Background: an optimization exercise with open tools, aiming at a short achievable clock period and few clock cycles. Do not read the settings as production practice. No functional check of the RTL was part of any run shown here. Power figures rest on the tool's default switching activity, not on a simulated workload.

**run.sh**
```bash
#!/bin/bash
# synth_recipe.tcl (not shown) runs the flow's synth.tcl, then flattens the netlist and writes it again
# the make line also repeats each setting of config.mk as NAME=value (left out here)
make -C /OpenROAD-flow-scripts/flow DESIGN_CONFIG=/design/flow/config.mk WORK_HOME=/design/flow/orfs CLKGATE_MAP_FILE= SYNTH_SCRIPT=/design/flow/synth_recipe.tcl finish
```
**constraint.sdc**
```tcl
create_clock -name core_clock -period 7.5 [get_ports {CLK}]
set_input_delay 1.5000 -clock core_clock [delete_from_list [all_inputs] [get_ports {CLK}]]
set_output_delay 1.5000 -clock core_clock [all_outputs]
set_load 0.01 [all_outputs]
```
**design.v**
```verilog
module fetchStage (
    input  logic        CLK,
    input  logic        arstN,
    input  logic        hold,
    input  logic        redirect,
    input  logic [9:0]  redirectPc,
    input  logic [31:0] instWord,
    input  logic        wbWrEn,
    input  logic [4:0]  wbRd,
    input  logic [31:0] wbData,
    input  logic [31:0] idRs1Data,
    input  logic [31:0] idRs2Data,
    output logic [31:0] instAddr,
    output logic        ifIdValid,
    output logic [31:0] ifIdInst,
    output logic        ifIdPred,
    output logic [9:0]  ifIdPcInc,
    output logic [9:0]  ifIdTarget,
    output logic [31:0] ifIdRs1Data,
    output logic [31:0] ifIdRs2Data,
    output logic        ifIdIsLoad,
    output logic        ifIdUsesRs1,
    output logic        ifIdUsesRs2
);
    logic [9:0]  pc;
    logic [9:0]  pcInc;
    logic [9:0]  target;
    logic        pred;
    logic [4:0]  rs1Idx;
    logic [4:0]  rs2Idx;
    logic [31:0] regFile [1:31];
    logic [31:0] rs1Data;
    logic [31:0] rs2Data;
    assign instAddr = {20'd0, pc, 2'b00};
    assign pcInc    = pc + 10'd1;
    assign target   = pc + {instWord[7], instWord[30:25], instWord[11:9]};
    assign pred     = (instWord[6:0] == 7'b1100011) &&
                      ((instWord[19:15] == instWord[24:20]) != instWord[12]);
    logic isLoad;
    logic usesRs1;
    logic usesRs2;
    assign isLoad  = (instWord[6:0] == 7'b0000011);
    assign usesRs1 = (instWord[6:0] != 7'b0110111);
    assign usesRs2 = (instWord[6:0] == 7'b0110011) || (instWord[6:0] == 7'b0100011) ||
                     (instWord[6:0] == 7'b1100011);
    assign rs1Idx = instWord[19:15];
    assign rs2Idx = instWord[24:20];
    always_ff @(posedge CLK) begin
        if (wbWrEn) begin
            regFile[wbRd] <= wbData;
        end
    end
    always_comb begin
        if (rs1Idx == 5'd0) begin
            rs1Data = 32'd0;
        end else if (wbWrEn && wbRd == rs1Idx) begin
            rs1Data = wbData;
        end else begin
            rs1Data = regFile[rs1Idx];
        end
        if (rs2Idx == 5'd0) begin
            rs2Data = 32'd0;
        end else if (wbWrEn && wbRd == rs2Idx) begin
            rs2Data = wbData;
        end else begin
            rs2Data = regFile[rs2Idx];
        end
    end
    always_ff @(posedge CLK or negedge arstN) begin
        if (!arstN) begin
            pc        <= 10'd0;
            ifIdValid <= 1'b0;
        end else if (redirect) begin
            pc        <= redirectPc;
            ifIdValid <= 1'b0;
        end else if (!hold) begin
            pc        <= pred ? target : pcInc;
            ifIdValid <= 1'b1;
        end
    end
    always_ff @(posedge CLK) begin
        if (!hold) begin
            ifIdInst    <= instWord;
            ifIdPred    <= pred;
            ifIdPcInc   <= pcInc;
            ifIdTarget  <= target;
            ifIdRs1Data <= rs1Data;
            ifIdRs2Data <= rs2Data;
            ifIdIsLoad  <= isLoad;
            ifIdUsesRs1 <= usesRs1;
            ifIdUsesRs2 <= usesRs2;
        end else begin
            ifIdRs1Data <= idRs1Data;
            ifIdRs2Data <= idRs2Data;
        end
    end
endmodule
module decodeStage (
    input  logic        CLK,
    input  logic        arstN,
    input  logic        ifIdValid,
    input  logic [31:0] ifIdInst,
    input  logic        ifIdPred,
    input  logic [9:0]  ifIdPcInc,
    input  logic [9:0]  ifIdTarget,
    input  logic [31:0] ifIdRs1Data,
    input  logic [31:0] ifIdRs2Data,
    input  logic        ifIdIsLoad,
    input  logic        ifIdUsesRs1,
    input  logic        ifIdUsesRs2,
    input  logic        redirect,
    input  logic        wbWrEn,
    input  logic [4:0]  wbRd,
    input  logic [31:0] wbData,
    input  logic        wbLateLoad,
    input  logic [31:0] wbResult,
    input  logic [31:0] exResult,
    output logic [31:0] idRs1Data,
    output logic [31:0] idRs2Data,
    output logic        hold,
    output logic        idExValid,
    output logic        idExRegWrEn,
    output logic        idExMemRd,
    output logic        idExMemWr,
    output logic        idExLateMem,
    output logic        idExLoadNow,
    output logic        idExSub,
    output logic        idExIsBranch,
    output logic        idExBranchNe,
    output logic        idExPred,
    output logic        idExIsHalt,
    output logic [6:0]  idExOp,
    output logic [4:0]  idExRd,
    output logic [31:0] idExA,
    output logic [31:0] idExB,
    output logic [4:0]  idExShamt,
    output logic [31:0] idExS,
    output logic [9:0]  idExAltPc,
    output logic        issue,
    output logic        halt,
    output logic        idStoreNow,
    output logic [31:0] idMemAddr,
    output logic [31:0] idStoreData
);
    localparam logic [6:0] OpCompute = 7'b0110011;
    localparam logic [6:0] OpImm     = 7'b0010011;
    localparam logic [6:0] OpLui     = 7'b0110111;
    localparam logic [6:0] OpLoad    = 7'b0000011;
    localparam logic [6:0] OpStore   = 7'b0100011;
    localparam logic [6:0] OpBranch  = 7'b1100011;
    localparam int SelAdd = 0;
    localparam int SelAnd = 1;
    localparam int SelOr  = 2;
    localparam int SelXor = 3;
    localparam int SelSlt = 4;
    localparam int SelSll = 5;
    localparam int SelSrl = 6;
    localparam int SelSub = 7;
    logic [6:0]  opcode;
    logic [2:0]  funct3;
    logic [6:0]  funct7;
    logic [4:0]  rs1Idx;
    logic [4:0]  rs2Idx;
    logic [4:0]  rdIdx;
    logic [7:0]  op;
    logic        srcBImm;
    logic        regWrEn;
    logic        memRd;
    logic        memWr;
    logic        isBranch;
    logic        branchNe;
    logic        isHalt;
    logic        isLui;
    logic        badFunct;
    logic        usesRs1;
    logic        usesRs2;
    logic        fwdA;
    logic        fwdB;
    logic        lateMem;
    logic [31:0] imm;
    logic [31:0] opA;
    logic [31:0] opB;
    logic        haltSeen;
    logic        exWillWr;
    assign opcode = ifIdInst[6:0];
    assign funct3 = ifIdInst[14:12];
    assign funct7 = ifIdInst[31:25];
    assign rdIdx  = ifIdInst[11:7];
    assign rs1Idx = ifIdInst[19:15];
    assign rs2Idx = ifIdInst[24:20];
    assign isLui  = (opcode == OpLui);
    always_comb begin
        op       = 8'd0;
        op[SelAdd] = 1'b1;
        srcBImm  = 1'b0;
        regWrEn  = 1'b0;
        memRd    = 1'b0;
        memWr    = 1'b0;
        isBranch = 1'b0;
        branchNe = 1'b0;
        isHalt   = 1'b0;
        badFunct = 1'b0;
        usesRs1  = 1'b1;
        usesRs2  = 1'b0;
        case (opcode)
            OpCompute, OpImm: begin
                usesRs2 = (opcode == OpCompute);
                srcBImm = (opcode == OpImm);
                regWrEn = 1'b1;
                op      = 8'd0;
                case (funct3)
                    3'b000: begin
                        if (opcode == OpCompute && funct7 == 7'b0100000) begin
                            op[SelSub] = 1'b1;
                        end else begin
                            op[SelAdd] = 1'b1;
                        end
                    end
                    3'b001: op[SelSll] = 1'b1;
                    3'b010: op[SelSlt] = 1'b1;
                    3'b100: op[SelXor] = 1'b1;
                    3'b101: op[SelSrl] = 1'b1;
                    3'b110: op[SelOr]  = 1'b1;
                    3'b111: op[SelAnd] = 1'b1;
                    default: badFunct = 1'b1;
                endcase
                if (opcode == OpCompute || funct3 == 3'b001 || funct3 == 3'b101) begin
                    badFunct = badFunct | !(funct7 == 7'b0000000 ||
                        (opcode == OpCompute && funct3 == 3'b000 && funct7 == 7'b0100000));
                end
            end
            OpLui: begin
                usesRs1 = 1'b0;
                srcBImm = 1'b1;
                regWrEn = 1'b1;
            end
            OpLoad: begin
                srcBImm  = 1'b1;
                regWrEn  = 1'b1;
                memRd    = 1'b1;
                badFunct = (funct3 != 3'b010);
            end
            OpStore: begin
                usesRs2  = 1'b1;
                srcBImm  = 1'b1;
                memWr    = 1'b1;
                badFunct = (funct3 != 3'b010);
            end
            OpBranch: begin
                usesRs2  = 1'b1;
                isBranch = 1'b1;
                branchNe = (funct3 == 3'b001);
                badFunct = !(funct3 == 3'b000 || funct3 == 3'b001);
            end
            default: begin
                usesRs1 = 1'b0;
                isHalt  = 1'b1;
            end
        endcase
        if (badFunct) begin
            regWrEn  = 1'b0;
            memRd    = 1'b0;
            memWr    = 1'b0;
            isBranch = 1'b0;
            isHalt   = 1'b1;
            usesRs1  = 1'b0;
            usesRs2  = 1'b0;
        end
        if (rdIdx == 5'd0) begin
            regWrEn = 1'b0;
        end
    end
    always_comb begin
        case (opcode)
            OpStore: imm = {{20{ifIdInst[31]}}, ifIdInst[31:25], ifIdInst[11:7]};
            OpLui:   imm = {ifIdInst[31:12], 12'b0};
            default: imm = {{20{ifIdInst[31]}}, ifIdInst[31:20]};
        endcase
    end
    assign idRs1Data = (wbWrEn && wbRd == rs1Idx) ? wbData : ifIdRs1Data;
    assign idRs2Data = (wbWrEn && wbRd == rs2Idx) ? wbData : ifIdRs2Data;
    assign exWillWr = idExValid && idExRegWrEn;
    assign fwdA     = exWillWr && idExRd == rs1Idx && !isLui;
    assign fwdB     = exWillWr && idExRd == rs2Idx;
    assign opA      = isLui ? 32'd0 : idRs1Data;
    assign opB      = srcBImm ? imm : idRs2Data;
    assign lateMem  = (memRd || memWr) && (fwdA || (idExValid && idExLateMem) ||
                                           (wbLateLoad && wbRd == rs1Idx));
    assign hold  = haltSeen || (ifIdValid && idExValid && idExLateMem && idExMemRd &&
                   idExRegWrEn && ((ifIdUsesRs1 && rs1Idx == idExRd) ||
                                   (ifIdUsesRs2 && rs2Idx == idExRd)));
    assign issue = ifIdValid && !hold && !redirect;
    assign idStoreData = fwdB ? exResult : idRs2Data;
    prefixAdder #(.W(32)) i_memAddr (
        .a   ((wbWrEn && wbRd == rs1Idx) ? wbResult : ifIdRs1Data),
        .b   (imm),
        .cin (1'b0),
        .sum (idMemAddr)
    );
    assign idStoreNow  = issue && memWr && !lateMem;
    always_ff @(posedge CLK or negedge arstN) begin
        if (!arstN) begin
            haltSeen  <= 1'b0;
            idExValid <= 1'b0;
            halt      <= 1'b0;
        end else begin
            haltSeen  <= haltSeen || (issue && isHalt);
            idExValid <= issue;
            halt      <= halt || (issue && isHalt && !(idExValid && idExLateMem && idExMemWr)) ||
                         (idExValid && idExIsHalt);
        end
    end
    always_ff @(posedge CLK) begin
        idExRegWrEn  <= regWrEn;
        idExMemRd    <= memRd;
        idExMemWr    <= memWr;
        idExLateMem  <= lateMem;
        idExIsBranch <= isBranch;
        idExBranchNe <= branchNe;
        idExPred     <= ifIdPred;
        idExIsHalt   <= isHalt;
        idExOp       <= (memRd && !lateMem) ? 7'd0 :
                        {op[6:1], op[SelAdd] || op[SelSub]};
        idExLoadNow  <= memRd && !lateMem;
        idExSub      <= op[SelSub] || op[SelSlt];
        idExRd       <= rdIdx;
        idExA        <= fwdA ? exResult : opA;
        if (op[SelSub] || op[SelSlt]) begin
            idExB <= ~((fwdB && !srcBImm) ? exResult : opB);
        end else begin
            idExB <= (fwdB && !srcBImm) ? exResult : opB;
        end
        if (srcBImm) begin
            idExShamt <= ifIdInst[24:20];
        end else if (fwdB) begin
            idExShamt <= exResult[4:0];
        end else begin
            idExShamt <= idRs2Data[4:0];
        end
        idExS        <= idStoreData;
        idExAltPc    <= ifIdPred ? ifIdPcInc : ifIdTarget;
    end
endmodule
module executeStage (
    input  logic        CLK,
    input  logic        arstN,
    input  logic        idExValid,
    input  logic        idExRegWrEn,
    input  logic        idExMemRd,
    input  logic        idExLateMem,
    input  logic        idExLoadNow,
    input  logic        idExSub,
    input  logic        idExIsBranch,
    input  logic        idExBranchNe,
    input  logic        idExPred,
    input  logic [6:0]  idExOp,
    input  logic [4:0]  idExRd,
    input  logic [31:0] idExA,
    input  logic [31:0] idExB,
    input  logic [4:0]  idExShamt,
    input  logic [9:0]  idExAltPc,
    input  logic [31:0] dataRdData,
    output logic [31:0] exResult,
    output logic        redirect,
    output logic [9:0]  redirectPc,
    output logic        exWbRegWrEn,
    output logic        exWbLateLoad,
    output logic [4:0]  exWbRd,
    output logic [31:0] exWbResult
);
    logic [31:0] sum;
    logic        lt;
    logic [31:0] result;
    logic        taken;
    prefixAdder #(.W(32)) i_add (.a(idExA), .b(idExB), .cin(idExSub), .sum(sum));
    assign lt = (idExA[31] == idExB[31]) ? idExA[31] : sum[31];
    always_comb begin
        result = ({32{idExOp[0]}} & sum)
               | ({32{idExOp[1]}} & (idExA & idExB))
               | ({32{idExOp[2]}} & (idExA | idExB))
               | ({32{idExOp[3]}} & (idExA ^ idExB))
               | ({32{idExOp[4]}} & {31'd0, lt})
               | ({32{idExOp[5]}} & (idExA << idExShamt))
               | ({32{idExOp[6]}} & (idExA >> idExShamt))
               | ({32{idExLoadNow}} & dataRdData);
    end
    assign exResult = result;
    assign taken      = (idExA == idExB) != idExBranchNe;
    assign redirect   = idExValid && idExIsBranch && (taken != idExPred);
    assign redirectPc = idExAltPc;
    always_ff @(posedge CLK or negedge arstN) begin
        if (!arstN) begin
            exWbRegWrEn  <= 1'b0;
            exWbLateLoad <= 1'b0;
        end else begin
            exWbRegWrEn  <= idExValid && idExRegWrEn;
            exWbLateLoad <= idExValid && idExLateMem && idExMemRd;
        end
    end
    always_ff @(posedge CLK) begin
        exWbRd     <= idExRd;
        exWbResult <= result;
    end
endmodule
module prefixAdder #(
    parameter int W = 32
) (
    input  logic [W-1:0] a,
    input  logic [W-1:0] b,
    input  logic         cin,
    output logic [W-1:0] sum
);
    localparam int L = $clog2(W);
    logic [W-1:0] g [0:L];
    logic [W-1:0] p [0:L];
    logic [W-1:0] carry;
    assign g[0] = a & b;
    assign p[0] = a ^ b;
    for (genvar l = 0; l < L; l++) begin : gLevel
        for (genvar i = 0; i < W; i++) begin : gBit
            if (i >= (1 << l)) begin : gMerge
                assign g[l+1][i] = g[l][i] | (p[l][i] & g[l][i - (1 << l)]);
                assign p[l+1][i] = p[l][i] & p[l][i - (1 << l)];
            end else begin : gPass
                assign g[l+1][i] = g[l][i];
                assign p[l+1][i] = p[l][i];
            end
        end
    end
    assign carry[0] = cin;
    for (genvar i = 1; i < W; i++) begin : gCarry
        assign carry[i] = g[L][i-1] | (p[L][i-1] & cin);
    end
    assign sum = p[0] ^ carry;
endmodule
module memWriteStage (
    input  logic        CLK,
    input  logic        arstN,
    input  logic        idExValid,
    input  logic        idExLateMem,
    input  logic        idExMemWr,
    input  logic [31:0] idExS,
    input  logic [31:0] exResult,
    input  logic        idStoreNow,
    input  logic [31:0] idMemAddr,
    input  logic [31:0] idStoreData,
    input  logic        exWbLateLoad,
    input  logic [31:0] exWbResult,
    input  logic [31:0] dataRdData,
    output logic [31:0] wbData,
    output logic [31:0] dataAddr,
    output logic        dataWrEn,
    output logic [31:0] dataWrData
);
    logic busFromEx;
    assign busFromEx = idExValid && idExLateMem;
    always_ff @(posedge CLK or negedge arstN) begin
        if (!arstN) begin
            dataWrEn <= 1'b0;
        end else begin
            dataWrEn <= (busFromEx && idExMemWr) || idStoreNow;
        end
    end
    always_ff @(posedge CLK) begin
        if (busFromEx) begin
            dataAddr   <= exResult;
            dataWrData <= idExS;
        end else begin
            dataAddr   <= idMemAddr;
            dataWrData <= idStoreData;
        end
    end
    assign wbData = exWbLateLoad ? dataRdData : exWbResult;
endmodule
module pipelineCpu (
    input  logic        CLK,
    input  logic        arstN,
    output logic [31:0] instAddr,
    input  logic [31:0] instWord,
    output logic [31:0] dataAddr,
    output logic        dataWrEn,
    output logic [31:0] dataWrData,
    input  logic [31:0] dataRdData,
    output logic        halt
);
    logic        ifIdValid;
    logic [31:0] ifIdInst;
    logic        ifIdPred;
    logic [9:0]  ifIdPcInc;
    logic [9:0]  ifIdTarget;
    logic [31:0] ifIdRs1Data;
    logic [31:0] ifIdRs2Data;
    logic        ifIdIsLoad;
    logic        ifIdUsesRs1;
    logic        ifIdUsesRs2;
    logic [31:0] idRs1Data;
    logic [31:0] idRs2Data;
    logic        hold;
    logic        issue;
    logic        redirect;
    logic [9:0]  redirectPc;
    logic        idExValid;
    logic        idExRegWrEn;
    logic        idExMemRd;
    logic        idExMemWr;
    logic        idExLateMem;
    logic        idExLoadNow;
    logic        idExSub;
    logic        idExIsBranch;
    logic        idExBranchNe;
    logic        idExPred;
    logic        idExIsHalt;
    logic [6:0]  idExOp;
    logic [4:0]  idExRd;
    logic [31:0] idExA;
    logic [31:0] idExB;
    logic [4:0]  idExShamt;
    logic [31:0] idExS;
    logic [9:0]  idExAltPc;
    logic        idStoreNow;
    logic [31:0] idMemAddr;
    logic [31:0] idStoreData;
    logic [31:0] exResult;
    logic        exWbRegWrEn;
    logic        exWbLateLoad;
    logic [4:0]  exWbRd;
    logic [31:0] exWbResult;
    logic [31:0] wbData;
    fetchStage i_fetchStage (
        .CLK         (CLK),
        .arstN       (arstN),
        .hold        (hold),
        .redirect    (redirect),
        .redirectPc  (redirectPc),
        .instWord    (instWord),
        .wbWrEn      (exWbRegWrEn),
        .wbRd        (exWbRd),
        .wbData      (wbData),
        .idRs1Data   (idRs1Data),
        .idRs2Data   (idRs2Data),
        .instAddr    (instAddr),
        .ifIdValid   (ifIdValid),
        .ifIdInst    (ifIdInst),
        .ifIdPred    (ifIdPred),
        .ifIdPcInc   (ifIdPcInc),
        .ifIdTarget  (ifIdTarget),
        .ifIdRs1Data (ifIdRs1Data),
        .ifIdRs2Data (ifIdRs2Data),
        .ifIdIsLoad  (ifIdIsLoad),
        .ifIdUsesRs1 (ifIdUsesRs1),
        .ifIdUsesRs2 (ifIdUsesRs2)
    );
    decodeStage i_decodeStage (
        .CLK          (CLK),
        .arstN        (arstN),
        .ifIdValid    (ifIdValid),
        .ifIdInst     (ifIdInst),
        .ifIdPred     (ifIdPred),
        .ifIdPcInc    (ifIdPcInc),
        .ifIdTarget   (ifIdTarget),
        .ifIdRs1Data  (ifIdRs1Data),
        .ifIdRs2Data  (ifIdRs2Data),
        .ifIdIsLoad   (ifIdIsLoad),
        .ifIdUsesRs1  (ifIdUsesRs1),
        .ifIdUsesRs2  (ifIdUsesRs2),
        .redirect     (redirect),
        .wbWrEn       (exWbRegWrEn),
        .wbRd         (exWbRd),
        .wbData       (wbData),
        .wbLateLoad   (exWbLateLoad),
        .wbResult     (exWbResult),
        .exResult     (exResult),
        .idRs1Data    (idRs1Data),
        .idRs2Data    (idRs2Data),
        .hold         (hold),
        .idExValid    (idExValid),
        .idExRegWrEn  (idExRegWrEn),
        .idExMemRd    (idExMemRd),
        .idExMemWr    (idExMemWr),
        .idExLateMem  (idExLateMem),
        .idExLoadNow  (idExLoadNow),
        .idExSub      (idExSub),
        .idExIsBranch (idExIsBranch),
        .idExBranchNe (idExBranchNe),
        .idExPred     (idExPred),
        .idExIsHalt   (idExIsHalt),
        .idExOp       (idExOp),
        .idExRd       (idExRd),
        .idExA        (idExA),
        .idExB        (idExB),
        .idExShamt    (idExShamt),
        .idExS        (idExS),
        .idExAltPc    (idExAltPc),
        .issue        (issue),
        .halt         (halt),
        .idStoreNow   (idStoreNow),
        .idMemAddr    (idMemAddr),
        .idStoreData  (idStoreData)
    );
    executeStage i_executeStage (
        .CLK          (CLK),
        .arstN        (arstN),
        .idExValid    (idExValid),
        .idExRegWrEn  (idExRegWrEn),
        .idExMemRd    (idExMemRd),
        .idExLateMem  (idExLateMem),
        .idExLoadNow  (idExLoadNow),
        .idExSub      (idExSub),
        .idExIsBranch (idExIsBranch),
        .idExBranchNe (idExBranchNe),
        .idExPred     (idExPred),
        .idExOp       (idExOp),
        .idExRd       (idExRd),
        .idExA        (idExA),
        .idExB        (idExB),
        .idExShamt    (idExShamt),
        .idExAltPc    (idExAltPc),
        .dataRdData   (dataRdData),
        .exResult     (exResult),
        .redirect     (redirect),
        .redirectPc   (redirectPc),
        .exWbRegWrEn  (exWbRegWrEn),
        .exWbLateLoad (exWbLateLoad),
        .exWbRd       (exWbRd),
        .exWbResult   (exWbResult)
    );
    memWriteStage i_memWriteStage (
        .CLK          (CLK),
        .arstN        (arstN),
        .idExValid    (idExValid),
        .idExLateMem  (idExLateMem),
        .idExMemWr    (idExMemWr),
        .idExS        (idExS),
        .exResult     (exResult),
        .idStoreNow   (idStoreNow),
        .idMemAddr    (idMemAddr),
        .idStoreData  (idStoreData),
        .exWbLateLoad (exWbLateLoad),
        .exWbResult   (exWbResult),
        .dataRdData   (dataRdData),
        .wbData       (wbData),
        .dataAddr     (dataAddr),
        .dataWrEn     (dataWrEn),
        .dataWrData   (dataWrData)
    );
endmodule
```
**config.mk**
```make
export PLATFORM = sky130hd
export DESIGN_NAME = pipelineCpu
export DESIGN_NICKNAME = pipelineCpu
export VERILOG_FILES = /design/flow/design.v
export SDC_FILE = /design/flow/constraint.sdc
export NUM_CORES = 4
export LEC_CHECK = 0
export ABC_CLOCK_PERIOD_IN_PS = 3000
export CAP_MARGIN = 20
export CORE_MARGIN = 2
export CORE_UTILIZATION = 40
export SETUP_SLACK_MARGIN = 4.0
export SLEW_MARGIN = 20
export TNS_END_PERCENT = 100
```
==> impl_metrics.yaml, run 1 <==
run_status:
  status: "no timing/DRC/antenna violations"
die:
  fp.dieW_um: 420
  initial_core_util: 0.403
  io_pins: 164
  die_area_mm2: 0.176
  rows: 152
  core_mm2: 0.172
  die_height_um: 420
critical_path:
  crit_chain: "xnor2_1 -> nand3_2 -> nor3_4 -> and2_4 -> buf_12 -> buf_4 -> nand2_2 -> nand2_4 -> ha_4 -> o21a_1 -> o21ai_1 -> a21oi_2 -> nor3b_4 -> a21oi_4 -> a31oi_4 -> buf_6 -> buf_6 -> a31oi_4 -> xnor2_1 -> nor2_1 -> a21oi_1"
  endpoint_kind: "flip-flop"
  slowest_stage: "edfxtp_1"
  setup.worst_path.start_class: "flip-flop"
  crit_family: "simple AND/OR/NAND/NOR gates"
  crit_required_ns: 8.16
  critical_path_class: "flip-flop to flip-flop"
  worstPathMaxFanout: 5
  worstPathArrival_ns: 4.52
  reg2reg_setup_slack_ns: 3.64
  cp_num_buf_inv: 4
  max_stage_delay_ns: 0.41
synth:
  synthCells: 4904
  synth_area_mm2: 0.0691
  synth_async_sr_flop_share: 0.0125
  synth-edff-count: 1047
  synth_seq_cells: 1362
  ys_seq_area_frac: 0.547
  synth.distinct_cells: 95
  ys_warn_count: 7
  postSynthAreaPerCell_um2: 14.1
  synth_ff_type: "edfxtp_1"
cells_and_area:
  stdcell_area_mm2: 0.0813
  drive_gt1_frac: 0.287
  nets: 5243
  area_growth_syn_to_layout_pct: 17.6
sta:
  finalHoldViolCount: 0
  period_minus_slack_ns: 3.86
  slew_viol_final: 0
  skew_ns: 0.0510
  final-setup-viol-count: 0
  worst_slew_pin_slew_ns: 1.12
  final.setup.worst_slack_ns: 3.64
  max_slew_margin: 0.253
  rsz0062_at_grt: "true"
  fmax_mhz: 259
  final.period_utilization: 0.515
  fin_tns_setup_ns: 0
job:
  maxCapViolCount: 0
power_and_ir_drop:
  power.density_mw_per_mm2: 317
  ir_drop_uv: 263
  p_leak_nw: 28.0
  total_power_mw: 25.7
placement:
  io_buffer_count: 141
  gp_congestion: 1.02
  post-dp-hpwl_mm: 160
  dp_slack_ns: 2.44
  dpl_cell_area_mm2: 0.0732
grt:
  gr-usage-all-layers: 0.284
  grt_max_degree: 79
  grt_pass1_vias: 46518
  antenna_found_initial: 8
  gr-total-overflow: 0
  grt_first_pass_wirelength_mm: 354
drt:
  wirelength_mm: 253
  drc_errors: 0
  firstDrtPassIters: 8
  antenna_left: 0
  viasPerCell: 6.36
  vias: 47720
  drtIter0Drc: 6183
  wl_per_cell_um: 33.8
clock_tree:
  numCtsBuffers: 146
  cts_tree: "built"
  hold_buffers: 0
  clk_latency_ns: 0.80
  clock_sinks: 1362
  clkTransAtPathRegs_ns: 0.07
  clockBufferDepth: 3
  htreeDepth: 4
  cts_root_buf: "clkbuf_16"
hold_path:
  min_path_type: "flip-flop to flip-flop"
[Yosys cell counts (all sizes together) (62+ instances only)]
cell type  number  area, um2
dfxtp         298       5970
nor2          351       1320
nand2         319       1200
o21ai         184        921
inv           121        454
xnor2          74        648
mux2          106       1200
o22ai          73        457
buf           148        768
mux2i         293       2940
edfxtp       1047      31400
ha            106       1330
mux4          559      12600
clkbuf        234        882
a21oi         275       1390
a21o           62        465
[path summary, 6_finish.rpt]
kind	from	endpoint	depth (start not counted)
min in group asynchronous	arstN	i_fetchStage.pc[3]$_DFFE_PN0P_	1
min	i_decodeStage.idExRd[1]$_DFF_P_	i_executeStage.exWbRd[1]$_DFF_P_	0
min reg2reg	i_decodeStage.idExRd[1]$_DFF_P_	i_executeStage.exWbRd[1]$_DFF_P_	0
max in group asynchronous	arstN	i_fetchStage.pc[2]$_DFFE_PN0P_	1
max	i_fetchStage.ifIdInst[18]$_DFFE_PN_	i_memWriteStage.dataAddr[25]$_DFF_P_	21
max reg2reg	i_fetchStage.ifIdInst[18]$_DFFE_PN_	i_memWriteStage.dataAddr[25]$_DFF_P_	21
[cell type report]
cell class / count / area, um2
fillers: 14933 / 90300
flip-flops and latches: 1362 / 37900
repair buffers: 374 / 3880
inverters: 121 / 457
clock buffers: 198 / 4080
diodes: 1 / 2.50
multi-input cells: 3063 / 31300
clock inverters: 73 / 716
well taps: 2310 / 2890
[cells in the final DEF (no fill, tap or decap), drive strengths merged, types with 20 or more instances in the layout]
cell,instances
a211oi,25
a21boi,28
a21o,62
a21oi,275
a221oi,53
a31oi,20
and2,23
buf,237
clkbuf,199
clkdlybuf4s50,126
clkinv,59
conb,22
dfxtp,298
edfxtp,1047
ha,106
inv,122
mux2,106
mux2i,293
mux4,559
nand2,320
nand2b,20
nand3,54
nand4,21
nor2,351
nor2b,24
nor3,61
o211ai,26
o21ai,184
o221ai,26
o22ai,73
xnor2,74
xor2,54
[report_power, final]
part           switching (mW)  internal (mW)  total [mW]  leakage, nW
Combinational            5.32           3.05        8.37         13.6
Sequential              0.528           9.55        10.1         12.1
Clock                    3.07           4.21        7.28         2.34
Total                    8.92           16.8        25.7         28.0
[through the flow]
| step | utilization | hold WS, ns | std cells |
|---|---|---|---|
| finish | 0.474 | 0.390 | 7502 |
| global route | 0.474 | 0.395 | 7501 |
| CTS | 0.467 | 0.391 | 7467 |
| detailed placement | 0.427 | 0.389 | 7116 |
| global placement | 0.427 | 0.387 | 7116 |
| floorplan | - | 0.346 | 4925 |
[state kept, by name (all words and copies together), names as in the netlist, 5 cells and up]
| register | flops |
|---|---|
| i_fetchStage.regFile | 992 |
| i_decodeStage.idExA | 32 |
| i_decodeStage.idExB | 32 |
| i_decodeStage.idExS | 32 |
| i_executeStage.exWbResult | 32 |
| i_fetchStage.ifIdInst | 32 |
| i_fetchStage.ifIdRs1Data | 32 |
| i_fetchStage.ifIdRs2Data | 32 |
| i_memWriteStage.dataAddr | 32 |
| i_memWriteStage.dataWrData | 32 |
| i_decodeStage.idExAltPc | 10 |
| i_fetchStage.ifIdPcInc | 10 |
| i_fetchStage.ifIdTarget | 10 |
| i_fetchStage.pc | 10 |
| i_decodeStage.idExOp | 7 |
| i_decodeStage.idExRd | 5 |
| i_decodeStage.idExShamt | 5 |
| i_executeStage.exWbRd | 5 |
[layer usage]
layer	wire length (um)	vias up	global-route usage
met3	23000	679	0.0562
met5	76	-	0
met4	17600	10	0.171
li1	-	19602	-
met1	95500	24602	0.365
met2	117000	2827	0.446
[timing repair]
action | in CTS | in global routing
gates resized for setup | 319 | 167
endpoints found under the setup margin | 247 | 114
pin swaps | 55 | 49
setup buffers | 70 | 31
cloned | 10 | 3
[worst register-to-register path: stages (launching register included)]
cell and delay [ns]:
edfxtp_1 0.41, xnor2_1 0.27, nand3_2 0.13, nor3_4 0.27, and2_4 0.24, buf_12 0.15, buf_4 0.14, nand2_2 0.06
nand2_4 0.11, ha_4 0.18, o21a_1 0.13, o21ai_1 0.07, a21oi_2 0.19, nor3b_4 0.34, a21oi_4 0.12, a31oi_4 0.31
buf_6 0.14, buf_6 0.10, a31oi_4 0.07, xnor2_1 0.14, nor2_1 0.11, a21oi_1 0.05
[kinds of logic (layout without fill, tap and decap cells)]
logic type,count (synthesis),count (layout),share of synthesized area
xor+xnor,128,128,0.0162
simple gates,954,957,0.0609
flops,1362,1362,0.547
buf+inv,503,766,0.0305
fa+ha+maj,109,109,0.0201
other cells,1,23,0.0000543
mux,958,958,0.242
compound gates,889,889,0.0827
==> run 2: changes to the inputs <==
--- a/config.mk
+++ b/config.mk
@@ -5,10 +5,10 @@
 export SDC_FILE = /design/flow/constraint.sdc
 export NUM_CORES = 4
 export LEC_CHECK = 0
-export ABC_CLOCK_PERIOD_IN_PS = 3000
+export ABC_CLOCK_PERIOD_IN_PS = 2500
 export CAP_MARGIN = 20
 export CORE_MARGIN = 2
 export CORE_UTILIZATION = 40
-export SETUP_SLACK_MARGIN = 4.0
+export SETUP_SLACK_MARGIN = 5.0
 export SLEW_MARGIN = 20
 export TNS_END_PERCENT = 100
==> impl_metrics.yaml, run 2 <==
run_status:
  status: "no timing/DRC/antenna violations"
job:
  maxCapViolCount: 0
critical_path:
  endpoint_kind: "flip-flop"
  startpoint: "i_fetchStage.ifIdInst[0]$_DFFE_PN_"
  worstPathArrival_ns: 4.39
  reg2reg_setup_slack_ns: 3.73
  r2r-start: "i_fetchStage.ifIdInst[0]$_DFFE_PN_"
  setup.worst_path.start_class: "flip-flop"
  crit_end: "i_memWriteStage.dataAddr[28]$_DFF_P_"
  critical_path_class: "flip-flop to flip-flop"
  ff2ff_path_depth: 18
  crit_required_ns: 8.12
  r2r_end: "i_memWriteStage.dataAddr[28]$_DFF_P_"
  worstPathMaxFanout: 4
power_and_ir_drop:
  p_comb_frac: 0.397
  clkPwrFrac: 0.253
  p_sw_frac: 0.347
  total_power_mw: 28.8
  pwr-share-seq: 0.350
  power.internal_mw: 18.8
  power.density_mw_per_mm2: 324
  p_leak_nw: 31.2
  ir_drop_uv: 181
  switchingPower_mw: 9.97
synth:
  yosys.area.top_type: "edfxtp_1"
  synthTopCellsByCount: "edfxtp_1 (1,047), mux4_2 (558), nor2_1 (350), nand2_1 (319), dfxtp_1 (298)"
  synth_area_mm2: 0.0691
  synth_xor_area_frac: 0.0162
  synth.distinct_cells: 95
  synth_simple_gate_area_frac: 0.0609
  synth_ff_type: "edfxtp_1"
  ys_warn_count: 7
  synthAdderAreaFrac: 0.0201
  muxShareOfSynthArea: 0.242
  synth_top_family_by_area: "multiplexers"
  synth_top_area_share: 0.455
  synthCells: 4904
  postSynthAreaPerCell_um2: 14.1
  synth_seq_cells: 1362
  synth_async_sr_flop_share: 0.0125
  synth-compound-area-share: 0.0827
  netlist_top_cells_area: "edfxtp_1 (45%), mux4_2 (18%), dfxtp_1 (8.6%)"
  yosysMostFrequentCell: "edfxtp_1"
  synth-edff-count: 1047
  ys_seq_area_frac: 0.547
die:
  initial_core_util: 0.403
  rows: 152
  io_pins: 164
  fp.dieW_um: 420
  die_area_mm2: 0.176
  die_height_um: 420
  core_mm2: 0.172
drt:
  vias: 50383
  drt-met1-wl_mm: 99.8
  drtIter0Drc: 6805
  firstDrtPassIters: 8
  route.met3.wl_mm: 29.5
  highest_layer: "met5"
  wirelength_mm: 267
  viasPerCell: 6.40
  wl_per_cell_um: 33.9
  drc_errors: 0
  antenna_left: 0
  met2_length_mm: 122
sta:
  period_minus_slack_ns: 3.77
  slew_viol_final: 0
  max_slew_margin: 0.303
  final.period_utilization: 0.503
  rsz0062_at_grt: "true"
  fin_tns_setup_ns: 0
  fmax_mhz: 265
  worst_slew_pin_slew_ns: 1.05
  finalHoldViolCount: 0
  skew_ns: 0.0433
  final-setup-viol-count: 0
grt:
  gr-usage-all-layers: 0.295
  grt_pass1_vias: 48517
  grt_first_pass_wirelength_mm: 368
  gr-total-overflow: 0
  grt_max_degree: 70
  antenna_found_initial: 8
cells_and_area:
  regArea_mm2: 0.0381
  final_cell_mix: "edfxtp_1 (1,047), mux4_2 (559), buf_4 (294)"
  nets: 5611
  largest-register: "i_fetchStage.regFile"
  area_growth_syn_to_layout_pct: 28.6
  drive_gt1_frac: 0.427
  largest_reg_flops: 992
  num-fill-cells: 14087
  layout_commonest_cell: "edfxtp_1"
  multi_input_area_mm2: 0.0342
hold_path:
  hp-start: "i_decodeStage.idExAltPc[1]$_DFF_P_"
  min_path_type: "flip-flop to flip-flop"
placement:
  io_buffer_count: 141
  post-dp-hpwl_mm: 151
  gp_congestion: 0.967
clock_tree:
  htreeDepth: 4
  clkTransAtPathRegs_ns: 0.06
  clock_sinks: 1362
  cts_root_buf: "clkbuf_16"
  clockBufferDepth: 3
  clk_latency_ns: 0.82
  hold_buffers: 0
  numCtsBuffers: 148
  cts_tree: "built"
-- run 2: cell counts after synthesis --
Identical to the previous run, type by type.
-- run 2: final cells by class --
cell class | count | share of cell area
inverters | 121 | 0.00555
clock buffers | 184 | 0.0443
well taps | 2310 | 0.0325
multi-input cells | 3072 | 0.385
clock inverters | 88 | 0.0100
diodes | 9 | 0.000254
flip-flops and latches | 1362 | 0.429
repair buffers | 731 | 0.0940
-- run 2: per-layer routing --
layer / GRT usage / vias up
met5: 0 / -
met4: 0.148 / 10
met3: 0.0727 / 747
met2: 0.457 / 3270
met1: 0.388 / 25954
li1: - / 20402
-- run 2: cells by family (layout without fill, tap and decap cells) --
group	Yosys count	after routing
compound gates	889	889
simple gates	954	961
other cells	1	31
mux	958	963
fa+ha+maj	109	109
buf+inv	503	1124
flops	1362	1362
xor+xnor	128	128
-- run 2: how the worst min path moves through the flow --
stage	slack, ns	cells past startpoint	to
2_1_floorplan	0.35	0	i_decodeStage.idExPred$_DFF_P_
3_3_place_gp	0.42	1	i_fetchStage.pc[3]$_DFFE_PN0P_
3_5_place_dp	0.43	1	i_fetchStage.pc[3]$_DFFE_PN0P_
4_1_cts	0.41	2	i_fetchStage.pc[1]$_DFFE_PN0P_
5_1_grt	0.42	2	i_fetchStage.pc[1]$_DFFE_PN0P_
6_report	0.41	2	i_fetchStage.pc[1]$_DFFE_PN0P_
-- run 2: per-stage QoR --
stage | util | std cells | area [um2] | setup WS, ns | hold WS, ns
after floorplan | - | 4925 | 71100 | 4.05 | 0.346
after global placement | 0.432 | 7104 | 74000 | 2.63 | 0.422
after detailed placement | 0.432 | 7105 | 74100 | 2.65 | 0.426
after CTS | 0.502 | 7717 | 86200 | 3.79 | 0.407
after global routing | 0.518 | 7870 | 88800 | 3.68 | 0.417
final | 0.518 | 7877 | 88800 | 3.73 | 0.407
-- run 2: worst max-delay path, stage by stage, from the launching register on --
cell,delay [ns]
edfxtp_1,0.35
nand2_2,0.08
or2_4,0.28
or3_4,0.39
nor2_4,0.16
buf_4,0.17
nand2_1,0.07
nand2_1,0.13
ha_4,0.23
o21ai_4,0.15
a21oi_4,0.05
o21ai_1,0.14
nand2b_1,0.15
a41o_4,0.32
a21oi_4,0.20
a31oi_4,0.13
a31oi_1,0.21
xor2_1,0.21
mux2i_1,0.13
-- run 2: what timing repair did --
item / in CTS / in global routing
gates resized for setup: 1315 / 315
gates cloned: 40 / 11
pin swaps: 191 / 148
setup endpoints to repair: 1365 / 685
setup buffers: 300 / 140
-- run 2: power by group through the flow --
stage          logic (mW)  clock network (mW)  registers, mW
2_1_floorplan        4.51                   0           9.97
3_3_place_gp         6.94                   0           10.2
3_5_place_dp         6.97                   0           10.2
4_1_cts              9.87                7.37           10.0
5_1_grt              11.9                7.66           10.1
6_report             11.4                7.29           10.1
==> run 3: changes to the inputs <==
--- a/design.v
+++ b/design.v
@@ -4,12 +4,18 @@
     input  logic        hold,
     input  logic        redirect,
     input  logic [9:0]  redirectPc,
+    input  logic        idRedirect,
+    input  logic [9:0]  idRedirectPc,
     input  logic [31:0] instWord,
     input  logic        wbWrEn,
     input  logic [4:0]  wbRd,
     input  logic [31:0] wbData,
     input  logic [31:0] idRs1Data,
     input  logic [31:0] idRs2Data,
+    input  logic        idWrites,
+    input  logic [4:0]  idRd,
+    input  logic        exWrites,
+    input  logic [4:0]  exRd,
     output logic [31:0] instAddr,
     output logic        ifIdValid,
     output logic [31:0] ifIdInst,
@@ -20,7 +26,11 @@
     output logic [31:0] ifIdRs2Data,
     output logic        ifIdIsLoad,
     output logic        ifIdUsesRs1,
-    output logic        ifIdUsesRs2
+    output logic        ifIdUsesRs2,
+    output logic        ifIdExA,
+    output logic        ifIdExB,
+    output logic        ifIdWbA,
+    output logic        ifIdWbB
 );
     logic [9:0]  pc;
     logic [9:0]  pcInc;
@@ -73,6 +83,9 @@
         end else if (redirect) begin
             pc        <= redirectPc;
             ifIdValid <= 1'b0;
+        end else if (idRedirect) begin
+            pc        <= idRedirectPc;
+            ifIdValid <= 1'b0;
         end else if (!hold) begin
             pc        <= pred ? target : pcInc;
             ifIdValid <= 1'b1;
@@ -80,6 +93,19 @@
     end
     always_ff @(posedge CLK) begin
         if (!hold) begin
+            ifIdExA <= idWrites && idRd == rs1Idx;
+            ifIdExB <= idWrites && idRd == rs2Idx;
+            ifIdWbA <= exWrites && exRd == rs1Idx;
+            ifIdWbB <= exWrites && exRd == rs2Idx;
+        end else begin
+            ifIdExA <= 1'b0;
+            ifIdExB <= 1'b0;
+            ifIdWbA <= exWrites && exRd == ifIdInst[19:15];
+            ifIdWbB <= exWrites && exRd == ifIdInst[24:20];
+        end
+    end
+    always_ff @(posedge CLK) begin
+        if (!hold) begin
             ifIdInst    <= instWord;
             ifIdPred    <= pred;
             ifIdPcInc   <= pcInc;
@@ -108,6 +134,10 @@
     input  logic        ifIdIsLoad,
     input  logic        ifIdUsesRs1,
     input  logic        ifIdUsesRs2,
+    input  logic        ifIdExA,
+    input  logic        ifIdExB,
+    input  logic        ifIdWbA,
+    input  logic        ifIdWbB,
     input  logic        redirect,
     input  logic        wbWrEn,
     input  logic [4:0]  wbRd,
@@ -118,6 +148,7 @@
     output logic [31:0] idRs1Data,
     output logic [31:0] idRs2Data,
     output logic        hold,
+    output logic        idWrites,
     output logic        idExValid,
     output logic        idExRegWrEn,
     output logic        idExMemRd,
@@ -125,6 +156,9 @@
     output logic        idExLateMem,
     output logic        idExLoadNow,
     output logic        idExSub,
+    output logic        idExIsAdd,
+    output logic        idExAddrOk,
+    output logic        idExAddrIsAdd,
     output logic        idExIsBranch,
     output logic        idExBranchNe,
     output logic        idExPred,
@@ -137,6 +171,8 @@
     output logic [31:0] idExS,
     output logic [9:0]  idExAltPc,
     output logic        issue,
+    output logic        idRedirect,
+    output logic [9:0]  idRedirectPc,
     output logic        halt,
     output logic        idStoreNow,
     output logic [31:0] idMemAddr,
@@ -277,26 +313,73 @@
             default: imm = {{20{ifIdInst[31]}}, ifIdInst[31:20]};
         endcase
     end
-    assign idRs1Data = (wbWrEn && wbRd == rs1Idx) ? wbData : ifIdRs1Data;
-    assign idRs2Data = (wbWrEn && wbRd == rs2Idx) ? wbData : ifIdRs2Data;
+    assign idRs1Data = ifIdWbA ? wbData : ifIdRs1Data;
+    assign idRs2Data = ifIdWbB ? wbData : ifIdRs2Data;
+    assign idWrites  = ifIdValid && regWrEn;
     assign exWillWr = idExValid && idExRegWrEn;
-    assign fwdA     = exWillWr && idExRd == rs1Idx && !isLui;
-    assign fwdB     = exWillWr && idExRd == rs2Idx;
+    assign fwdA     = ifIdExA && !isLui;
+    assign fwdB     = ifIdExB;
     assign opA      = isLui ? 32'd0 : idRs1Data;
     assign opB      = srcBImm ? imm : idRs2Data;
-    assign lateMem  = (memRd || memWr) && (fwdA || (idExValid && idExLateMem) ||
-                                           (wbLateLoad && wbRd == rs1Idx));
-    assign hold  = haltSeen || (ifIdValid && idExValid && idExLateMem && idExMemRd &&
-                   idExRegWrEn && ((ifIdUsesRs1 && rs1Idx == idExRd) ||
-                                   (ifIdUsesRs2 && rs2Idx == idExRd)));
+    assign lateMem  = (memRd || memWr) && ((fwdA && !idExAddrOk) ||
+                                           (idExValid && idExLateMem) ||
+                                           (wbLateLoad && ifIdWbA));
+    assign hold  = haltSeen || (ifIdValid && idExLateMem && idExMemRd &&
+                   ((ifIdUsesRs1 && ifIdExA) || (ifIdUsesRs2 && ifIdExB)));
     assign issue = ifIdValid && !hold && !redirect;
     assign idStoreData = fwdB ? exResult : idRs2Data;
-    prefixAdder #(.W(32)) i_memAddr (
-        .a   ((wbWrEn && wbRd == rs1Idx) ? wbResult : ifIdRs1Data),
+    logic        brFromExA;
+    logic        brFromExB;
+    logic        brReady;
+    logic        brEq;
+    logic        brTaken;
+    logic [31:0] brK;
+    logic [31:0] addT;
+    logic [31:0] addC;
+    assign brFromExA = ifIdExA;
+    assign brFromExB = ifIdExB;
+    assign brReady   = !(wbLateLoad && (ifIdWbA || ifIdWbB)) &&
+                       (!(brFromExA || brFromExB) || (idExIsAdd && (brFromExA != brFromExB)));
+    logic [31:0] brRs1;
+    logic [31:0] brRs2;
+    assign brRs1     = ifIdWbA ? wbResult : ifIdRs1Data;
+    assign brRs2     = ifIdWbB ? wbResult : ifIdRs2Data;
+    assign brK       = brFromExA ? brRs2 : brRs1;
+    assign addT      = idExA ^ idExB ^ brK;
+    assign addC      = {(idExA[30:0] & idExB[30:0]) | ((idExA[30:0] | idExB[30:0]) & ~brK[30:0]),
+                        1'b0};
+    assign brEq      = (brFromExA || brFromExB) ? (addT == addC) : (brRs1 == brRs2);
+    assign brTaken   = brEq != branchNe;
+    assign idRedirect   = issue && isBranch && brReady && (brTaken != ifIdPred);
+    assign idRedirectPc = brTaken ? ifIdTarget : ifIdPcInc;
+    logic [31:0] addrReg;
+    prefixAdder #(.W(32)) i_addrReg (
+        .a   (brRs1),
+        .b   (imm),
+        .cin (1'b0),
+        .sum (addrReg)
+    );
+    logic [31:0] csaS;
+    logic [31:0] csaC;
+    logic [31:0] addrAdd;
+    logic [31:0] addrLogic;
+    assign csaS = idExA ^ idExB ^ imm;
+    assign csaC = (idExA & idExB) | (idExA & imm) | (idExB & imm);
+    prefixAdder #(.W(32)) i_addrAdd (
+        .a   (csaS),
+        .b   ({csaC[30:0], idExSub}),
+        .cin (1'b0),
+        .sum (addrAdd)
+    );
+    prefixAdder #(.W(32)) i_addrLogic (
+        .a   (({32{idExOp[1]}} & (idExA & idExB)) |
+              ({32{idExOp[2]}} & (idExA | idExB)) |
+              ({32{idExOp[3]}} & (idExA ^ idExB))),
         .b   (imm),
         .cin (1'b0),
-        .sum (idMemAddr)
+        .sum (addrLogic)
     );
+    assign idMemAddr = !fwdA ? addrReg : (idExAddrIsAdd ? addrAdd : addrLogic);
     assign idStoreNow  = issue && memWr && !lateMem;
     always_ff @(posedge CLK or negedge arstN) begin
         if (!arstN) begin
@@ -317,12 +400,16 @@
         idExLateMem  <= lateMem;
         idExIsBranch <= isBranch;
         idExBranchNe <= branchNe;
-        idExPred     <= ifIdPred;
+        idExPred     <= (isBranch && brReady) ? brTaken : ifIdPred;
         idExIsHalt   <= isHalt;
         idExOp       <= (memRd && !lateMem) ? 7'd0 :
                         {op[6:1], op[SelAdd] || op[SelSub]};
         idExLoadNow  <= memRd && !lateMem;
         idExSub      <= op[SelSub] || op[SelSlt];
+        idExIsAdd    <= op[SelAdd] && !memRd;
+        idExAddrIsAdd <= (op[SelAdd] || op[SelSub]) && !memRd;
+        idExAddrOk   <= (op[SelAdd] || op[SelSub] || op[SelAnd] || op[SelOr] || op[SelXor]) &&
+                        !memRd;
         idExRd       <= rdIdx;
         idExA        <= fwdA ? exResult : opA;
         if (op[SelSub] || op[SelSlt]) begin
@@ -493,11 +580,18 @@
     logic        ifIdIsLoad;
     logic        ifIdUsesRs1;
     logic        ifIdUsesRs2;
+    logic        ifIdExA;
+    logic        ifIdExB;
+    logic        ifIdWbA;
+    logic        ifIdWbB;
+    logic        idWrites;
     logic [31:0] idRs1Data;
     logic [31:0] idRs2Data;
     logic        hold;
     logic        issue;
     logic        redirect;
+    logic        idRedirect;
+    logic [9:0]  idRedirectPc;
     logic [9:0]  redirectPc;
     logic        idExValid;
     logic        idExRegWrEn;
@@ -506,6 +600,7 @@
     logic        idExLateMem;
     logic        idExLoadNow;
     logic        idExSub;
+    logic        idExIsAdd;
     logic        idExIsBranch;
     logic        idExBranchNe;
     logic        idExPred;
@@ -532,12 +627,18 @@
         .hold        (hold),
         .redirect    (redirect),
         .redirectPc  (redirectPc),
+        .idRedirect  (idRedirect),
+        .idRedirectPc(idRedirectPc),
         .instWord    (instWord),
         .wbWrEn      (exWbRegWrEn),
         .wbRd        (exWbRd),
         .wbData      (wbData),
         .idRs1Data   (idRs1Data),
         .idRs2Data   (idRs2Data),
+        .idWrites    (idWrites),
+        .idRd        (ifIdInst[11:7]),
+        .exWrites    (idExValid && idExRegWrEn),
+        .exRd        (idExRd),
         .instAddr    (instAddr),
         .ifIdValid   (ifIdValid),
         .ifIdInst    (ifIdInst),
@@ -548,7 +649,11 @@
         .ifIdRs2Data (ifIdRs2Data),
         .ifIdIsLoad  (ifIdIsLoad),
         .ifIdUsesRs1 (ifIdUsesRs1),
-        .ifIdUsesRs2 (ifIdUsesRs2)
+        .ifIdUsesRs2 (ifIdUsesRs2),
+        .ifIdExA     (ifIdExA),
+        .ifIdExB     (ifIdExB),
+        .ifIdWbA     (ifIdWbA),
+        .ifIdWbB     (ifIdWbB)
     );
     decodeStage i_decodeStage (
         .CLK          (CLK),
@@ -563,6 +668,10 @@
         .ifIdIsLoad   (ifIdIsLoad),
         .ifIdUsesRs1  (ifIdUsesRs1),
         .ifIdUsesRs2  (ifIdUsesRs2),
+        .ifIdExA      (ifIdExA),
+        .ifIdExB      (ifIdExB),
+        .ifIdWbA      (ifIdWbA),
+        .ifIdWbB      (ifIdWbB),
         .redirect     (redirect),
         .wbWrEn       (exWbRegWrEn),
         .wbRd         (exWbRd),
@@ -573,6 +682,7 @@
         .idRs1Data    (idRs1Data),
         .idRs2Data    (idRs2Data),
         .hold         (hold),
+        .idWrites     (idWrites),
         .idExValid    (idExValid),
         .idExRegWrEn  (idExRegWrEn),
         .idExMemRd    (idExMemRd),
@@ -580,6 +690,7 @@
         .idExLateMem  (idExLateMem),
         .idExLoadNow  (idExLoadNow),
         .idExSub      (idExSub),
+        .idExIsAdd    (idExIsAdd),
         .idExIsBranch (idExIsBranch),
         .idExBranchNe (idExBranchNe),
         .idExPred     (idExPred),
@@ -592,6 +703,8 @@
         .idExS        (idExS),
         .idExAltPc    (idExAltPc),
         .issue        (issue),
+        .idRedirect   (idRedirect),
+        .idRedirectPc (idRedirectPc),
         .halt         (halt),
         .idStoreNow   (idStoreNow),
         .idMemAddr    (idMemAddr),
==> impl_metrics.yaml, run 3 <==
run_status:
  status: "no timing/DRC/antenna violations"
grt:
  gr-usage-all-layers: 0.358
  grt_max_degree: 73
  grt_first_pass_wirelength_mm: 478
  gr-total-overflow: 0
  antenna_found_initial: 15
  grt_pass1_vias: 59526
sta:
  slew_viol_final: 0
  period_minus_slack_ns: 4.66
  skew_ns: 0.0443
  max_slew_margin: 0.195
  final-setup-viol-count: 0
  fin_tns_setup_ns: 0
  final.period_utilization: 0.622
  final.setup.worst_slack_ns: 2.84
  worst_slew_pin_slew_ns: 1.21
  fmax_mhz: 214
  rsz0062_at_grt: "true"
  holdWs_ns: 0.427
  finalHoldViolCount: 0
power_and_ir_drop:
  power.density_mw_per_mm2: 327
  p_leak_nw: 36.6
  ir_drop_uv: 242
drt:
  drc_errors: 0
  wl_per_cell_um: 37.6
  viasPerCell: 6.58
  antenna_left: 0
  wirelength_mm: 355
  vias: 62254
  firstDrtPassIters: 7
  drtIter0Drc: 8202
critical_path:
  reg2reg_setup_slack_ns: 2.84
  worstPathArrival_ns: 5.42
  worstPathMaxFanout: 45
  startpoint: "i_fetchStage.ifIdInst[3]$_DFFE_PN_"
  max_stage_delay_ns: 0.54
  crit_chain: "nor2_1 -> and3_4 -> buf_6 -> nand2_1 -> nand2_1 -> inv_1 -> fa_1 -> inv_1 -> ha_1 -> a21o_1 -> a21o_1 -> a21oi_1 -> o21bai_1 -> a31oi_4 -> o221ai_2 -> a21oi_2 -> xnor2_1 -> a31oi_1 -> a22o_1"
  r2r-start: "i_fetchStage.ifIdInst[3]$_DFFE_PN_"
  crit_family: "compound AO/OA/AOI/OAI gates"
  slowest_stage: "fa_1"
  critical_path_class: "flip-flop to flip-flop"
  endpoint_kind: "flip-flop"
  setup.worst_path.start_class: "flip-flop"
  cp_num_buf_inv: 3
  crit_required_ns: 8.26
synth:
  synth_seq_cells: 1369
  yosysMostFrequentCell: "edfxtp_1"
  muxShareOfSynthArea: 0.205
  synth-compound-area-share: 0.115
  synth.distinct_cells: 85
  ys_seq_area_frac: 0.500
  synth_ff_type: "edfxtp_1"
  postSynthAreaPerCell_um2: 12.6
  synth_xor_area_frac: 0.0314
  synth_area_mm2: 0.0759
  yosys.area.top_type: "edfxtp_1"
  netlist_top_cells_area: "edfxtp_1 (41%), mux4_2 (14%), dfxtp_1 (8.0%)"
  synthTopCellsByCount: "edfxtp_1 (1,047), mux4_2 (480), a21oi_1 (467), nor2_1 (454), o21ai_0 (346)"
  ys_warn_count: 7
  synth_top_family_by_area: "multiplexers"
  synth_async_sr_flop_share: 0.0124
  synth_simple_gate_area_frac: 0.0671
  synthAdderAreaFrac: 0.0453
  synth_top_area_share: 0.414
  synthCells: 6044
  synth-edff-count: 1047
clock_tree:
  clock_sinks: 1369
  htreeDepth: 4
  numCtsBuffers: 153
  hold_buffers: 0
  cts_root_buf: "clkbuf_16"
  cts_tree: "built"
  clk_latency_ns: 0.86
  clockBufferDepth: 3
  clkTransAtPathRegs_ns: 0.09
die:
  core_mm2: 0.188
  fp.dieW_um: 440
  initial_core_util: 0.403
  die_height_um: 440
  die_area_mm2: 0.193
  io_pins: 164
  rows: 159
placement:
  post-dp-hpwl_mm: 209
  dp.cells: 8416
  gp_congestion: 1.08
  dp_slack_ns: 1.90
  io_buffer_count: 141
cells_and_area:
  final_cell_mix: "edfxtp_1 (1,047), mux4_2 (480), buf_4 (433)"
  layout_commonest_cell: "edfxtp_1"
  num-fill-cells: 15576
  drive_gt1_frac: 0.405
  largest-register: "i_fetchStage.regFile"
  area_growth_syn_to_layout_pct: 33.5
  largest_reg_flops: 992
  final_cells: 9454
  post-route-util: 0.539
  nets: 7126
job:
  maxCapViolCount: 0
hold_path:
  min_path_type: "flip-flop to flip-flop"
  hp-start: "i_decodeStage.idExRd[0]$_DFF_P_"
==> run 3: metal layers <==
layer  vias up  track usage  part of all wire
met3      1290       0.0894              0.11
met5         -            0           0.00021
met2      4354        0.550              0.45
li1      24949            -                 -
met4        12        0.268             0.093
met1     31649        0.435              0.35
==> run 3: cell type report <==
| class | count | area (um2) | share of cell area |
|---|---|---|---|
| Multi-Input combinational cell | 4014 | 41300 | 0.408 |
| Sequential cell | 1369 | 38200 | 0.377 |
| Timing Repair Buffer | 1008 | 12600 | 0.124 |
| Clock buffer | 208 | 4230 | 0.0417 |
| Tap cell | 2495 | 3120 | 0.0308 |
| Inverter | 250 | 1110 | 0.0109 |
| Clock inverter | 71 | 596 | 0.00587 |
| Timing Repair inverter | 29 | 218 | 0.00215 |
| Antenna cell | 10 | 25.0 | 0.000247 |
==> run 3: cells by family after synthesis <==
group / Yosys count
XOR/XNOR: 270
AND/OR/NAND/NOR: 1138
multiplexers: 937
other: 1
AO/OA/AOI/OAI: 1409
flip-flops: 1369
buffers and inverters: 685
adder cells (fa/ha/maj): 235
==> run 3: path summary, 6_finish.rpt <==
kind,depth (start not counted),end
max,19,i_memWriteStage.dataAddr[31]$_DFF_P_
min in group asynchronous,1,i_memWriteStage.dataWrEn$_DFF_PN0_
max in group asynchronous,1,i_executeStage.exWbLateLoad$_DFF_PN0_
max reg2reg,19,i_memWriteStage.dataAddr[31]$_DFF_P_
min,0,i_executeStage.exWbRd[0]$_DFF_P_
min reg2reg,0,i_executeStage.exWbRd[0]$_DFF_P_
==> run 3: per-stage QoR <==
step	power, mW	area, um2
2_1_floorplan	16.2	78400
3_3_place_gp	20.6	81500
3_5_place_dp	20.6	81500
4_1_cts	31.5	97400
5_1_grt	34.0	101000
6_report	33.2	101000
==> run 3: power breakdown <==
part | total (mW) | switching [mW] | internal [mW]
logic | 15.4 | 9.00 | 6.36
clock network | 7.42 | 3.24 | 4.18
registers | 10.4 | 0.798 | 9.61
total | 33.2 | 13.0 | 20.2
==> run 3: what timing repair did <==
| item | 4_1_cts | 5_1_grt |
|---|---|---|
| endpoints found under the hold margin | 0 | 0 |
| setup endpoints to repair | 1658 | 1078 |
| gates cloned | 104 | 9 |
| gates resized for setup | 1553 | 472 |
| buffers inserted | 449 | 187 |
| pin swaps | 195 | 218 |
==> run 3: worst register-to-register path, delay by kind of cell (launching register included) <==
| kind | cells | cell delay (ns) |
|---|---|---|
| flip-flops | 1 | 0.38 |
| AO/OA/AOI/OAI | 9 | 1.45 |
| AND/OR/NAND/NOR | 4 | 1.16 |
| XOR/XNOR | 1 | 0.13 |
| adder cells (fa/ha/maj) | 2 | 0.93 |
| buffers and inverters | 3 | 0.55 |

[re-timing with driven ports]
The results above use ideal ports. As a check the final layouts listed here were re-extracted and re-timed, cells and wires unchanged.
Step 1, drivers: a clkbuf_16 drives CLK and a buf_2 each remaining input, both assumed.
Step 2, shift: input delay + t, output delay - t, t = (earliest + latest rising clock arrival at the registers) / 2. This alone moves slack from input paths to output paths.
Three values: no drivers, after step 1, after step 2; two values: the first two.
run	t (ns)	slack for setup (ns)	latest minus earliest clock arrival (ns)	slew at the worst register clock pin (ns)	pins driven straight from the clock port
run 1	0.863	3.636 / 3.636 / 3.003	0.052 / 0.052	0.08 / 0.08	1
run 2	0.895	3.731 / 3.731 / 3.047	0.052 / 0.053	0.07 / 0.07	1
run 3	0.909	2.837 / 2.837 / 2.837	0.068 / 0.068	0.09 / 0.09	1
After both steps every run listed still meets setup and hold. For run 2, which loses most, drivers alone change the setup slack by 0.000 ns; drivers and shift together by -0.684 ns.
